What follows belongs to an exercise in optimizing a design on an open flow for small area, a short achievable clock period and few clock cycles; a production flow would make more cautious choices.
The RTL was checked by simulation tests, not by an equivalence proof against the original design.

==> lagoon <==
## aesTop
module aesTop (
	input logic clock,
	input logic reset,
	input logic start,
	input aesTypesPkg::aesBlock plainText,
	input aesTypesPkg::aesBlock key,
	output aesTypesPkg::aesBlock cipherText,
	output logic done
);
	aesTypesPkg::aesBlock roundKey;
	aesTypesPkg::aesByte rcon;
	logic load, step, lastRound;
	aesSequencer uSequencer (
		.clock(clock),
		.reset(reset),
		.start(start),
		.load(load),
		.step(step),
		.lastRound(lastRound),
		.rcon(rcon),
		.done(done)
	);
	aesKeySchedule uKeys (
		.clock(clock),
		.load(load),
		.step(step),
		.rcon(rcon),
		.key(key),
		.nextKey(roundKey)
	);
	aesRoundDatapath uDatapath (
		.clock(clock),
		.load(load),
		.step(step),
		.lastRound(lastRound),
		.plainText(plainText),
		.key(key),
		.roundKey(roundKey),
		.cipherText(cipherText)
	);
endmodule
==> module aesKeySchedule, before the edit <==
module aesKeySchedule (
	input logic clock,
	input logic load,
	input logic step,
	input aesTypesPkg::aesByte rcon,
	input aesTypesPkg::aesBlock key,
	output aesTypesPkg::aesBlock nextKey
);
	aesTypesPkg::aesBlock keyReg;
	aesTypesPkg::aesWord w0, w1, w2, w3;
	aesTypesPkg::aesWord rotWord;
	aesTypesPkg::aesWord subWord;
	aesTypesPkg::aesWord g;
	assign {w0, w1, w2, w3} = keyReg;
	assign rotWord = {w3[23:0], w3[31:24]};
	for (genvar i = 0; i < 4; i++) begin : genSubWord
		aesSbox uSbox (
			.inByte(rotWord[8*i +: 8]),
			.outByte(subWord[8*i +: 8])
		);
	end
	assign g = subWord ^ {rcon, 24'h000000};
	assign nextKey[127:96] = w0 ^ g;
	assign nextKey[95:64] = w1 ^ w0 ^ g;
	assign nextKey[63:32] = w2 ^ w1 ^ w0 ^ g;
	assign nextKey[31:0] = w3 ^ w2 ^ w1 ^ w0 ^ g;
	always_ff @(posedge clock) begin
		if (load)
			keyReg <= key;
		else if (step)
			keyReg <= nextKey;
	end
endmodule
==> module aesRoundDatapath, before the edit <==
module aesRoundDatapath (
	input logic clock,
	input logic load,
	input logic step,
	input logic lastRound,
	input aesTypesPkg::aesBlock plainText,
	input aesTypesPkg::aesBlock key,
	input aesTypesPkg::aesBlock roundKey,
	output aesTypesPkg::aesBlock cipherText
);
	aesTypesPkg::aesBlock stateReg;
	aesTypesPkg::aesBlock subBytes;
	aesTypesPkg::aesBlock shifted;
	aesTypesPkg::aesBlock mixed;
	for (genvar i = 0; i < 16; i++) begin : genSubBytes
		aesSbox uSbox (
			.inByte(stateReg[8*i +: 8]),
			.outByte(subBytes[8*i +: 8])
		);
	end
	assign shifted = aesTypesPkg::shiftRows(subBytes);
	assign mixed = shifted ^ (aesTypesPkg::mixDelta(shifted) & {128{~lastRound}});
	always_ff @(posedge clock) begin
		if (load)
			stateReg <= plainText ^ key;
		else if (step)
			stateReg <= mixed ^ roundKey;
	end
	assign cipherText = stateReg;
endmodule
==> module aesSequencer, before the edit <==
module aesSequencer (
	input logic clock,
	input logic reset,
	input logic start,
	output logic load,
	output logic step,
	output logic lastRound,
	output aesTypesPkg::aesByte rcon,
	output logic done
);
	aesCtrlPkg::roundCount round;  
	logic doneReg;
	assign load = start && (round == 4'd0);
	assign step = (round != 4'd0);
	assign lastRound = (round == 4'd10);
	assign rcon = aesTypesPkg::rcon(round);
	always_ff @(posedge clock or posedge reset) begin
		if (reset) begin
			round <= '0;
			doneReg <= 1'b0;
		end else if (load) begin
			round <= 4'd1;
			doneReg <= 1'b0;
		end else if (step) begin
			round <= lastRound ? 4'd0 : round + 4'd1;
			doneReg <= lastRound;
		end
	end
	assign done = doneReg;
endmodule
==> module aesTop, before the edit <==
module aesTop (
	input logic clock,
	input logic reset,
	input logic start,
	input aesTypesPkg::aesBlock plainText,
	input aesTypesPkg::aesBlock key,
	output aesTypesPkg::aesBlock cipherText,
	output logic done
);
	aesTypesPkg::aesBlock roundKey;
	aesTypesPkg::aesByte rcon;
	logic load, step, lastRound;
	aesSequencer uSequencer (
		.clock(clock),
		.reset(reset),
		.start(start),
		.load(load),
		.step(step),
		.lastRound(lastRound),
		.rcon(rcon),
		.done(done)
	);
	aesKeySchedule uKeys (
		.clock(clock),
		.load(load),
		.step(step),
		.rcon(rcon),
		.key(key),
		.nextKey(roundKey)
	);
	aesRoundDatapath uDatapath (
		.clock(clock),
		.load(load),
		.step(step),
		.lastRound(lastRound),
		.plainText(plainText),
		.key(key),
		.roundKey(roundKey),
		.cipherText(cipherText)
	);
endmodule
export LEC_CHECK = 0
export CAP_MARGIN = 20
export CORE_MARGIN = 2
export CORE_UTILIZATION = 40
export SLEW_MARGIN = 20
create_clock -name core_clock -period 25.0 [get_ports {clock}]
run.sh (not shown) runs the stock make flow with config.mk's settings and CLKGATE_MAP_FILE= SYNTH_SCRIPT=/design/flow/synth_recipe.tcl, a recipe that flattens the netlist after the stock synthesis.
==> sierra (differences from lagoon) <==
--- a/flow/design.v
+++ b/flow/design.v
@@ -197,13 +197,13 @@
 endmodule
 module aesKeySchedule (
 	input logic clock,
-	input logic load,
-	input logic step,
+	input logic idle,
 	input aesTypesPkg::aesByte rcon,
 	input aesTypesPkg::aesBlock key,
-	output aesTypesPkg::aesBlock nextKey
+	output aesTypesPkg::aesBlock roundKey
 );
 	aesTypesPkg::aesBlock keyReg;
+	aesTypesPkg::aesBlock nextKey;
 	aesTypesPkg::aesWord w0, w1, w2, w3;
 	aesTypesPkg::aesWord rotWord;
 	aesTypesPkg::aesWord subWord;
@@ -221,27 +221,25 @@
 	assign nextKey[95:64] = w1 ^ w0 ^ g;
 	assign nextKey[63:32] = w2 ^ w1 ^ w0 ^ g;
 	assign nextKey[31:0] = w3 ^ w2 ^ w1 ^ w0 ^ g;
-	always_ff @(posedge clock) begin
-		if (load)
-			keyReg <= key;
-		else if (step)
-			keyReg <= nextKey;
-	end
+	assign roundKey = idle ? key : nextKey;
+	always_ff @(posedge clock)
+		keyReg <= roundKey;
 endmodule
 module aesRoundDatapath (
 	input logic clock,
-	input logic load,
-	input logic step,
+	input logic idle,
+	input logic enable,
 	input logic lastRound,
 	input aesTypesPkg::aesBlock plainText,
-	input aesTypesPkg::aesBlock key,
 	input aesTypesPkg::aesBlock roundKey,
 	output aesTypesPkg::aesBlock cipherText
 );
 	aesTypesPkg::aesBlock stateReg;
 	aesTypesPkg::aesBlock subBytes;
 	aesTypesPkg::aesBlock shifted;
-	aesTypesPkg::aesBlock mixed;
+	aesTypesPkg::aesBlock base;
+	aesTypesPkg::aesBlock delta;
+	logic noMix;
 	for (genvar i = 0; i < 16; i++) begin : genSubBytes
 		aesSbox uSbox (
 			.inByte(stateReg[8*i +: 8]),
@@ -249,12 +247,12 @@
 		);
 	end
 	assign shifted = aesTypesPkg::shiftRows(subBytes);
-	assign mixed = shifted ^ (aesTypesPkg::mixDelta(shifted) & {128{~lastRound}});
+	assign noMix = idle || lastRound;
+	assign base = (idle ? plainText : shifted) ^ roundKey;
+	assign delta = aesTypesPkg::mixDelta(shifted) & {128{~noMix}};
 	always_ff @(posedge clock) begin
-		if (load)
-			stateReg <= plainText ^ key;
-		else if (step)
-			stateReg <= mixed ^ roundKey;
+		if (enable)
+			stateReg <= base ^ delta;
 	end
 	assign cipherText = stateReg;
 endmodule
@@ -262,27 +260,33 @@
 	input logic clock,
 	input logic reset,
 	input logic start,
-	output logic load,
-	output logic step,
+	output logic idle,
+	output logic enable,
 	output logic lastRound,
 	output aesTypesPkg::aesByte rcon,
 	output logic done
 );
 	aesCtrlPkg::roundCount round;  
+	logic idleReg;
 	logic doneReg;
-	assign load = start && (round == 4'd0);
-	assign step = (round != 4'd0);
+	assign idle = idleReg;
+	assign enable = start || !idleReg;
 	assign lastRound = (round == 4'd10);
 	assign rcon = aesTypesPkg::rcon(round);
 	always_ff @(posedge clock or posedge reset) begin
 		if (reset) begin
-			round <= '0;
+			round <= 4'd0;
+			idleReg <= 1'b1;
 			doneReg <= 1'b0;
-		end else if (load) begin
-			round <= 4'd1;
-			doneReg <= 1'b0;
-		end else if (step) begin
+		end else if (idleReg) begin
+			if (start) begin
+				round <= 4'd1;
+				idleReg <= 1'b0;
+				doneReg <= 1'b0;
+			end
+		end else begin
 			round <= lastRound ? 4'd0 : round + 4'd1;
+			idleReg <= lastRound;
 			doneReg <= lastRound;
 		end
 	end
@@ -299,32 +303,30 @@
 );
 	aesTypesPkg::aesBlock roundKey;
 	aesTypesPkg::aesByte rcon;
-	logic load, step, lastRound;
+	logic idle, enable, lastRound;
 	aesSequencer uSequencer (
 		.clock(clock),
 		.reset(reset),
 		.start(start),
-		.load(load),
-		.step(step),
+		.idle(idle),
+		.enable(enable),
 		.lastRound(lastRound),
 		.rcon(rcon),
 		.done(done)
 	);
 	aesKeySchedule uKeys (
 		.clock(clock),
-		.load(load),
-		.step(step),
+		.idle(idle),
 		.rcon(rcon),
 		.key(key),
-		.nextKey(roundKey)
+		.roundKey(roundKey)
 	);
 	aesRoundDatapath uDatapath (
 		.clock(clock),
-		.load(load),
-		.step(step),
+		.idle(idle),
+		.enable(enable),
 		.lastRound(lastRound),
 		.plainText(plainText),
-		.key(key),
 		.roundKey(roundKey),
 		.cipherText(cipherText)
 	);
==> flow/flow/run.sh (new file) <==
#!/bin/bash
# Own layout flow: the standard layout (standard.sh) with these changes.
#  1. Synthesis maps the logic with flow/abc_map.script (see flow/synth.tcl).
#  2. ORFS's repair_timing steps aim for a setup margin of SETUP_MARGIN ns, so
#     that the layout reaches a shorter period than the 25 ns it is built for.
#  3. Ports are buffered with PORT_BUF instead of ORFS's default delay cell.
# make's output goes to layout.log; each ORFS step keeps its own log under
# orfs/logs/.
set -euo pipefail
W=$(pwd)
SETUP_MARGIN=${SETUP_MARGIN:-18.4}
PORT_BUF=${PORT_BUF:-sky130_fd_sc_hd__buf_1}
bash standard.sh SYNTH_SCRIPT="$W/flow/synth.tcl" SETUP_SLACK_MARGIN=$SETUP_MARGIN \
  BUFFER_PORTS_ARGS="-buffer_cell $PORT_BUF" finish > "$W/layout.log" 2>&1
==> flow/flow/abc_map.script (new file) <==
strash
&get -n
&st
&dch
&nf -R 50
&put
==> flow/flow/synth.tcl (new file) <==
set my_abc_script [file join [file dirname [info script]] abc_map.script]
proc synth {args} { yosys synth -nofsm -noshare {*}$args }
proc abc {args} {
  global my_abc_script
  set i [lsearch -exact $args -script]
  if {$i >= 0} { set args [lreplace $args [expr {$i + 1}] [expr {$i + 1}] $my_abc_script] }
  yosys abc {*}$args
}
source $::env(SCRIPTS_DIR)/synth.tcl
# left out here: clear keep_hierarchy, flatten, clean up, hide names made inside functions, write 1_2_yosys.v
==> flow/standard.sh (new file) <==
#!/bin/bash
# synth_recipe.tcl (not shown) runs the flow's synth.tcl, then flattens the netlist and writes it again
# the make line also repeats each setting of config.mk as NAME=value (left out here)
make -C /OpenROAD-flow-scripts/flow DESIGN_CONFIG=/design/flow/config.mk WORK_HOME=/design/flow/orfs CLKGATE_MAP_FILE= SYNTH_SCRIPT=/design/flow/synth_recipe.tcl "${@:-finish}"
Settings changed: CORE_UTILIZATION 40 to 55.
removed: flow/run.sh
==> zinc (differences from lagoon) <==
--- a/flow/design.v
+++ b/flow/design.v
@@ -197,13 +197,13 @@
 endmodule
 module aesKeySchedule (
 	input logic clock,
-	input logic load,
-	input logic step,
+	input logic idle,
 	input aesTypesPkg::aesByte rcon,
 	input aesTypesPkg::aesBlock key,
-	output aesTypesPkg::aesBlock nextKey
+	output aesTypesPkg::aesBlock roundKey
 );
 	aesTypesPkg::aesBlock keyReg;
+	aesTypesPkg::aesBlock nextKey;
 	aesTypesPkg::aesWord w0, w1, w2, w3;
 	aesTypesPkg::aesWord rotWord;
 	aesTypesPkg::aesWord subWord;
@@ -221,27 +221,25 @@
 	assign nextKey[95:64] = w1 ^ w0 ^ g;
 	assign nextKey[63:32] = w2 ^ w1 ^ w0 ^ g;
 	assign nextKey[31:0] = w3 ^ w2 ^ w1 ^ w0 ^ g;
-	always_ff @(posedge clock) begin
-		if (load)
-			keyReg <= key;
-		else if (step)
-			keyReg <= nextKey;
-	end
+	assign roundKey = idle ? key : nextKey;
+	always_ff @(posedge clock)
+		keyReg <= roundKey;
 endmodule
 module aesRoundDatapath (
 	input logic clock,
-	input logic load,
-	input logic step,
+	input logic idle,
+	input logic enable,
 	input logic lastRound,
 	input aesTypesPkg::aesBlock plainText,
-	input aesTypesPkg::aesBlock key,
 	input aesTypesPkg::aesBlock roundKey,
 	output aesTypesPkg::aesBlock cipherText
 );
 	aesTypesPkg::aesBlock stateReg;
 	aesTypesPkg::aesBlock subBytes;
 	aesTypesPkg::aesBlock shifted;
-	aesTypesPkg::aesBlock mixed;
+	aesTypesPkg::aesBlock base;
+	aesTypesPkg::aesBlock delta;
+	logic noMix;
 	for (genvar i = 0; i < 16; i++) begin : genSubBytes
 		aesSbox uSbox (
 			.inByte(stateReg[8*i +: 8]),
@@ -249,12 +247,12 @@
 		);
 	end
 	assign shifted = aesTypesPkg::shiftRows(subBytes);
-	assign mixed = shifted ^ (aesTypesPkg::mixDelta(shifted) & {128{~lastRound}});
+	assign noMix = idle || lastRound;
+	assign base = (idle ? plainText : shifted) ^ roundKey;
+	assign delta = aesTypesPkg::mixDelta(shifted) & {128{~noMix}};
 	always_ff @(posedge clock) begin
-		if (load)
-			stateReg <= plainText ^ key;
-		else if (step)
-			stateReg <= mixed ^ roundKey;
+		if (enable)
+			stateReg <= base ^ delta;
 	end
 	assign cipherText = stateReg;
 endmodule
@@ -262,27 +260,33 @@
 	input logic clock,
 	input logic reset,
 	input logic start,
-	output logic load,
-	output logic step,
+	output logic idle,
+	output logic enable,
 	output logic lastRound,
 	output aesTypesPkg::aesByte rcon,
 	output logic done
 );
 	aesCtrlPkg::roundCount round;  
+	logic idleReg;
 	logic doneReg;
-	assign load = start && (round == 4'd0);
-	assign step = (round != 4'd0);
+	assign idle = idleReg;
+	assign enable = start || !idleReg;
 	assign lastRound = (round == 4'd10);
 	assign rcon = aesTypesPkg::rcon(round);
 	always_ff @(posedge clock or posedge reset) begin
 		if (reset) begin
-			round <= '0;
+			round <= 4'd0;
+			idleReg <= 1'b1;
 			doneReg <= 1'b0;
-		end else if (load) begin
-			round <= 4'd1;
-			doneReg <= 1'b0;
-		end else if (step) begin
+		end else if (idleReg) begin
+			if (start) begin
+				round <= 4'd1;
+				idleReg <= 1'b0;
+				doneReg <= 1'b0;
+			end
+		end else begin
 			round <= lastRound ? 4'd0 : round + 4'd1;
+			idleReg <= lastRound;
 			doneReg <= lastRound;
 		end
 	end
@@ -299,32 +303,30 @@
 );
 	aesTypesPkg::aesBlock roundKey;
 	aesTypesPkg::aesByte rcon;
-	logic load, step, lastRound;
+	logic idle, enable, lastRound;
 	aesSequencer uSequencer (
 		.clock(clock),
 		.reset(reset),
 		.start(start),
-		.load(load),
-		.step(step),
+		.idle(idle),
+		.enable(enable),
 		.lastRound(lastRound),
 		.rcon(rcon),
 		.done(done)
 	);
 	aesKeySchedule uKeys (
 		.clock(clock),
-		.load(load),
-		.step(step),
+		.idle(idle),
 		.rcon(rcon),
 		.key(key),
-		.nextKey(roundKey)
+		.roundKey(roundKey)
 	);
 	aesRoundDatapath uDatapath (
 		.clock(clock),
-		.load(load),
-		.step(step),
+		.idle(idle),
+		.enable(enable),
 		.lastRound(lastRound),
 		.plainText(plainText),
-		.key(key),
 		.roundKey(roundKey),
 		.cipherText(cipherText)
 	);
==> flow/flow/run.sh (new file) <==
#!/bin/bash
# Own layout flow: the standard layout (standard.sh) with these changes.
#  1. Synthesis maps the logic with flow/abc_map.script (see flow/synth.tcl).
#  2. ORFS's repair_timing steps aim for a setup margin of SETUP_MARGIN ns, so
#     that the layout reaches a shorter period than the 25 ns it is built for.
#  3. Ports are buffered with PORT_BUF instead of ORFS's default delay cell.
# make's output goes to layout.log; each ORFS step keeps its own log under
# orfs/logs/.
set -euo pipefail
W=$(pwd)
SETUP_MARGIN=${SETUP_MARGIN:-18.4}
PORT_BUF=${PORT_BUF:-sky130_fd_sc_hd__buf_1}
bash standard.sh SYNTH_SCRIPT="$W/flow/synth.tcl" SETUP_SLACK_MARGIN=$SETUP_MARGIN \
  BUFFER_PORTS_ARGS="-buffer_cell $PORT_BUF" finish > "$W/layout.log" 2>&1
==> flow/flow/abc_map.script (new file) <==
strash
&get -n
&st
&dch
&nf -R 50
&put
topo
stime -c
buffer -c
upsize -c
dnsize -c
==> flow/flow/synth.tcl (new file) <==
set my_abc_script [file join [file dirname [info script]] abc_map.script]
proc synth {args} { yosys synth -nofsm -noshare {*}$args }
proc abc {args} {
  global my_abc_script
  set i [lsearch -exact $args -script]
  if {$i >= 0} { set args [lreplace $args [expr {$i + 1}] [expr {$i + 1}] $my_abc_script] }
  yosys abc {*}$args
}
source $::env(SCRIPTS_DIR)/synth.tcl
# left out here: clear keep_hierarchy, flatten, clean up, hide names made inside functions, write 1_2_yosys.v
==> flow/standard.sh (new file) <==
#!/bin/bash
# synth_recipe.tcl (not shown) runs the flow's synth.tcl, then flattens the netlist and writes it again
# the make line also repeats each setting of config.mk as NAME=value (left out here)
make -C /OpenROAD-flow-scripts/flow DESIGN_CONFIG=/design/flow/config.mk WORK_HOME=/design/flow/orfs CLKGATE_MAP_FILE= SYNTH_SCRIPT=/design/flow/synth_recipe.tcl "${@:-finish}"
removed: flow/run.sh
==> pepper (differences from lagoon) <==
--- a/flow/design.v
+++ b/flow/design.v
@@ -197,13 +197,13 @@
 endmodule
 module aesKeySchedule (
 	input logic clock,
-	input logic load,
-	input logic step,
+	input logic idle,
 	input aesTypesPkg::aesByte rcon,
 	input aesTypesPkg::aesBlock key,
-	output aesTypesPkg::aesBlock nextKey
+	output aesTypesPkg::aesBlock roundKey
 );
 	aesTypesPkg::aesBlock keyReg;
+	aesTypesPkg::aesBlock nextKey;
 	aesTypesPkg::aesWord w0, w1, w2, w3;
 	aesTypesPkg::aesWord rotWord;
 	aesTypesPkg::aesWord subWord;
@@ -221,20 +221,16 @@
 	assign nextKey[95:64] = w1 ^ w0 ^ g;
 	assign nextKey[63:32] = w2 ^ w1 ^ w0 ^ g;
 	assign nextKey[31:0] = w3 ^ w2 ^ w1 ^ w0 ^ g;
-	always_ff @(posedge clock) begin
-		if (load)
-			keyReg <= key;
-		else if (step)
-			keyReg <= nextKey;
-	end
+	assign roundKey = idle ? key : nextKey;
+	always_ff @(posedge clock)
+		keyReg <= roundKey;
 endmodule
 module aesRoundDatapath (
 	input logic clock,
-	input logic load,
-	input logic step,
+	input logic idle,
+	input logic enable,
 	input logic lastRound,
 	input aesTypesPkg::aesBlock plainText,
-	input aesTypesPkg::aesBlock key,
 	input aesTypesPkg::aesBlock roundKey,
 	output aesTypesPkg::aesBlock cipherText
 );
@@ -251,10 +247,8 @@
 	assign shifted = aesTypesPkg::shiftRows(subBytes);
 	assign mixed = shifted ^ (aesTypesPkg::mixDelta(shifted) & {128{~lastRound}});
 	always_ff @(posedge clock) begin
-		if (load)
-			stateReg <= plainText ^ key;
-		else if (step)
-			stateReg <= mixed ^ roundKey;
+		if (enable)
+			stateReg <= (idle ? plainText : mixed) ^ roundKey;
 	end
 	assign cipherText = stateReg;
 endmodule
@@ -262,27 +256,33 @@
 	input logic clock,
 	input logic reset,
 	input logic start,
-	output logic load,
-	output logic step,
+	output logic idle,
+	output logic enable,
 	output logic lastRound,
 	output aesTypesPkg::aesByte rcon,
 	output logic done
 );
 	aesCtrlPkg::roundCount round;  
+	logic idleReg;
 	logic doneReg;
-	assign load = start && (round == 4'd0);
-	assign step = (round != 4'd0);
+	assign idle = idleReg;
+	assign enable = start || !idleReg;
 	assign lastRound = (round == 4'd10);
 	assign rcon = aesTypesPkg::rcon(round);
 	always_ff @(posedge clock or posedge reset) begin
 		if (reset) begin
-			round <= '0;
+			round <= 4'd0;
+			idleReg <= 1'b1;
 			doneReg <= 1'b0;
-		end else if (load) begin
-			round <= 4'd1;
-			doneReg <= 1'b0;
-		end else if (step) begin
+		end else if (idleReg) begin
+			if (start) begin
+				round <= 4'd1;
+				idleReg <= 1'b0;
+				doneReg <= 1'b0;
+			end
+		end else begin
 			round <= lastRound ? 4'd0 : round + 4'd1;
+			idleReg <= lastRound;
 			doneReg <= lastRound;
 		end
 	end
@@ -299,32 +299,30 @@
 );
 	aesTypesPkg::aesBlock roundKey;
 	aesTypesPkg::aesByte rcon;
-	logic load, step, lastRound;
+	logic idle, enable, lastRound;
 	aesSequencer uSequencer (
 		.clock(clock),
 		.reset(reset),
 		.start(start),
-		.load(load),
-		.step(step),
+		.idle(idle),
+		.enable(enable),
 		.lastRound(lastRound),
 		.rcon(rcon),
 		.done(done)
 	);
 	aesKeySchedule uKeys (
 		.clock(clock),
-		.load(load),
-		.step(step),
+		.idle(idle),
 		.rcon(rcon),
 		.key(key),
-		.nextKey(roundKey)
+		.roundKey(roundKey)
 	);
 	aesRoundDatapath uDatapath (
 		.clock(clock),
-		.load(load),
-		.step(step),
+		.idle(idle),
+		.enable(enable),
 		.lastRound(lastRound),
 		.plainText(plainText),
-		.key(key),
 		.roundKey(roundKey),
 		.cipherText(cipherText)
 	);
==> flow/flow/run.sh (new file) <==
#!/bin/bash
# Own layout flow: the standard layout (standard.sh) with two changes.
#  1. Synthesis maps the logic with flow/abc_map.script (see flow/synth.tcl).
#  2. ORFS's repair_timing steps aim for a setup margin of SETUP_MARGIN ns, so
#     that the layout reaches a shorter period than the 25 ns it is built for.
# make's output goes to layout.log; each ORFS step keeps its own log under
# orfs/logs/.
set -euo pipefail
W=$(pwd)
SETUP_MARGIN=${SETUP_MARGIN:-18}
bash standard.sh SYNTH_SCRIPT="$W/flow/synth.tcl" SETUP_SLACK_MARGIN=$SETUP_MARGIN finish > "$W/layout.log" 2>&1
==> flow/flow/abc_map.script (new file) <==
strash
&get -n
&st
&dch
&nf
&put
topo
stime -c
buffer -c
upsize -c
dnsize -c
==> flow/flow/synth.tcl (new file) <==
set my_abc_script [file join [file dirname [info script]] abc_map.script]
proc synth {args} { yosys synth -nofsm -noshare {*}$args }
proc abc {args} {
  global my_abc_script
  set i [lsearch -exact $args -script]
  if {$i >= 0} { set args [lreplace $args [expr {$i + 1}] [expr {$i + 1}] $my_abc_script] }
  yosys abc {*}$args
}
source $::env(SCRIPTS_DIR)/synth.tcl
# left out here: clear keep_hierarchy, flatten, clean up, hide names made inside functions, write 1_2_yosys.v
==> flow/standard.sh (new file) <==
#!/bin/bash
# synth_recipe.tcl (not shown) runs the flow's synth.tcl, then flattens the netlist and writes it again
# the make line also repeats each setting of config.mk as NAME=value (left out here)
make -C /OpenROAD-flow-scripts/flow DESIGN_CONFIG=/design/flow/config.mk WORK_HOME=/design/flow/orfs CLKGATE_MAP_FILE= SYNTH_SCRIPT=/design/flow/synth_recipe.tcl "${@:-finish}"
Settings changed: CORE_UTILIZATION 40 to 30.
removed: flow/run.sh
==> run notes <==
GR Util met2=0.464; outcome=timing/DRC/antenna clean; Non-clk invs=81; transition time of the tightest slew-check pin=1190 ps; via count of the first global-routing pass=50214; mux contribution to synthesized area=0.0193; sequential cell count=261; length of routed wiring on met1=102 mm
the above is filed under lagoon

==> run notes <==
outcome=timing/DRC/antenna clean; via count of the first global-routing pass=28581; netlist area before placement=36500 sq um; length of routed wiring on met1=58.7 mm; Non-clk invs=51; mux contribution to synthesized area=0.0279; sequential cell count=262; transition time of the tightest slew-check pin=1340 ps; GR Util met2=0.439; post-route worst setup slack=18480 ps
the above is filed under zinc

==> run notes <==
outcome=timing/DRC/antenna clean; via count of the first global-routing pass=29428; GR Util met2=0.331; hold path endpoint=uSequencer.doneReg$_DFFE_PP0P_; sequential cell count=262; mux contribution to synthesized area=0.0189; length of routed wiring on met1=66.2 mm; transition time of the tightest slew-check pin=1150 ps; Non-clk invs=34
the above is filed under pepper

==> run notes <==
outcome=timing/DRC/antenna clean; Synth Area per Inst=8.37 sq um; via count of the first global-routing pass=27877; transition time of the tightest slew-check pin=1260 ps; sequential cell count=262; synthesis-to-layout area growth=18.1%; Reg-to-Reg Start=uDatapath.stateReg[74]$_DFFE_PP_; GR Util met2=0.575; hold path endpoint=uSequencer.doneReg$_DFFE_PP0P_; clk latency of the worst-skew pair=570 ps; mux contribution to synthesized area=0.0297
the above is filed under sierra

Testbench counts of lagoon, summed over its fixed seeds: cycles 26,400.
Testbench counts of sierra, summed over its fixed seeds: cycles 26,400.
Testbench counts of zinc, summed over its fixed seeds: cycles 26,400.
Testbench counts of pepper, summed over its fixed seeds: cycles 26,400.

-- static timing again, ports no longer ideal --
In the flow no input, the clock included, has a driving cell. The finished layouts below were timed again as built, in two steps. Step 1 assumes that a clkbuf_16 drives the clock port and a buf_2 every other input. Step 2 moves the port delays by t, midway between the first and last clock arrival at a register: inputs arrive t later, outputs are due t later. That takes back most of the time a late clock gives input paths. Slacks: no drivers / after step 1 / after step 2; pairs: no drivers / after step 1.
| run | t (ns) | slack for setup (ns) | hold WS [ns] | worst setup path at the end | worst data-port slew with drivers (ns) |
|---|---|---|---|---|---|
| lagoon | 0.643 | 16.870 / 16.870 / 16.331 | 0.515 / 0.515 / 0.515 | input to register | 0.15 |
| sierra | 0.623 | 18.443 / 18.378 / 18.038 | 0.507 / 0.507 / 0.507 | input to register | 0.11 |
| zinc | 0.623 | 18.480 / 18.443 / 17.952 | 0.521 / 0.521 / 0.521 | input to register | 0.08 |
| pepper | 0.611 | 18.014 / 17.950 / 17.567 | 0.528 / 0.528 / 0.528 | input to register | 0.10 |
After both steps every run listed still meets setup and hold. For lagoon, which loses most, drivers alone change the setup slack by 0.000 ns; drivers and shift together by -0.539 ns.
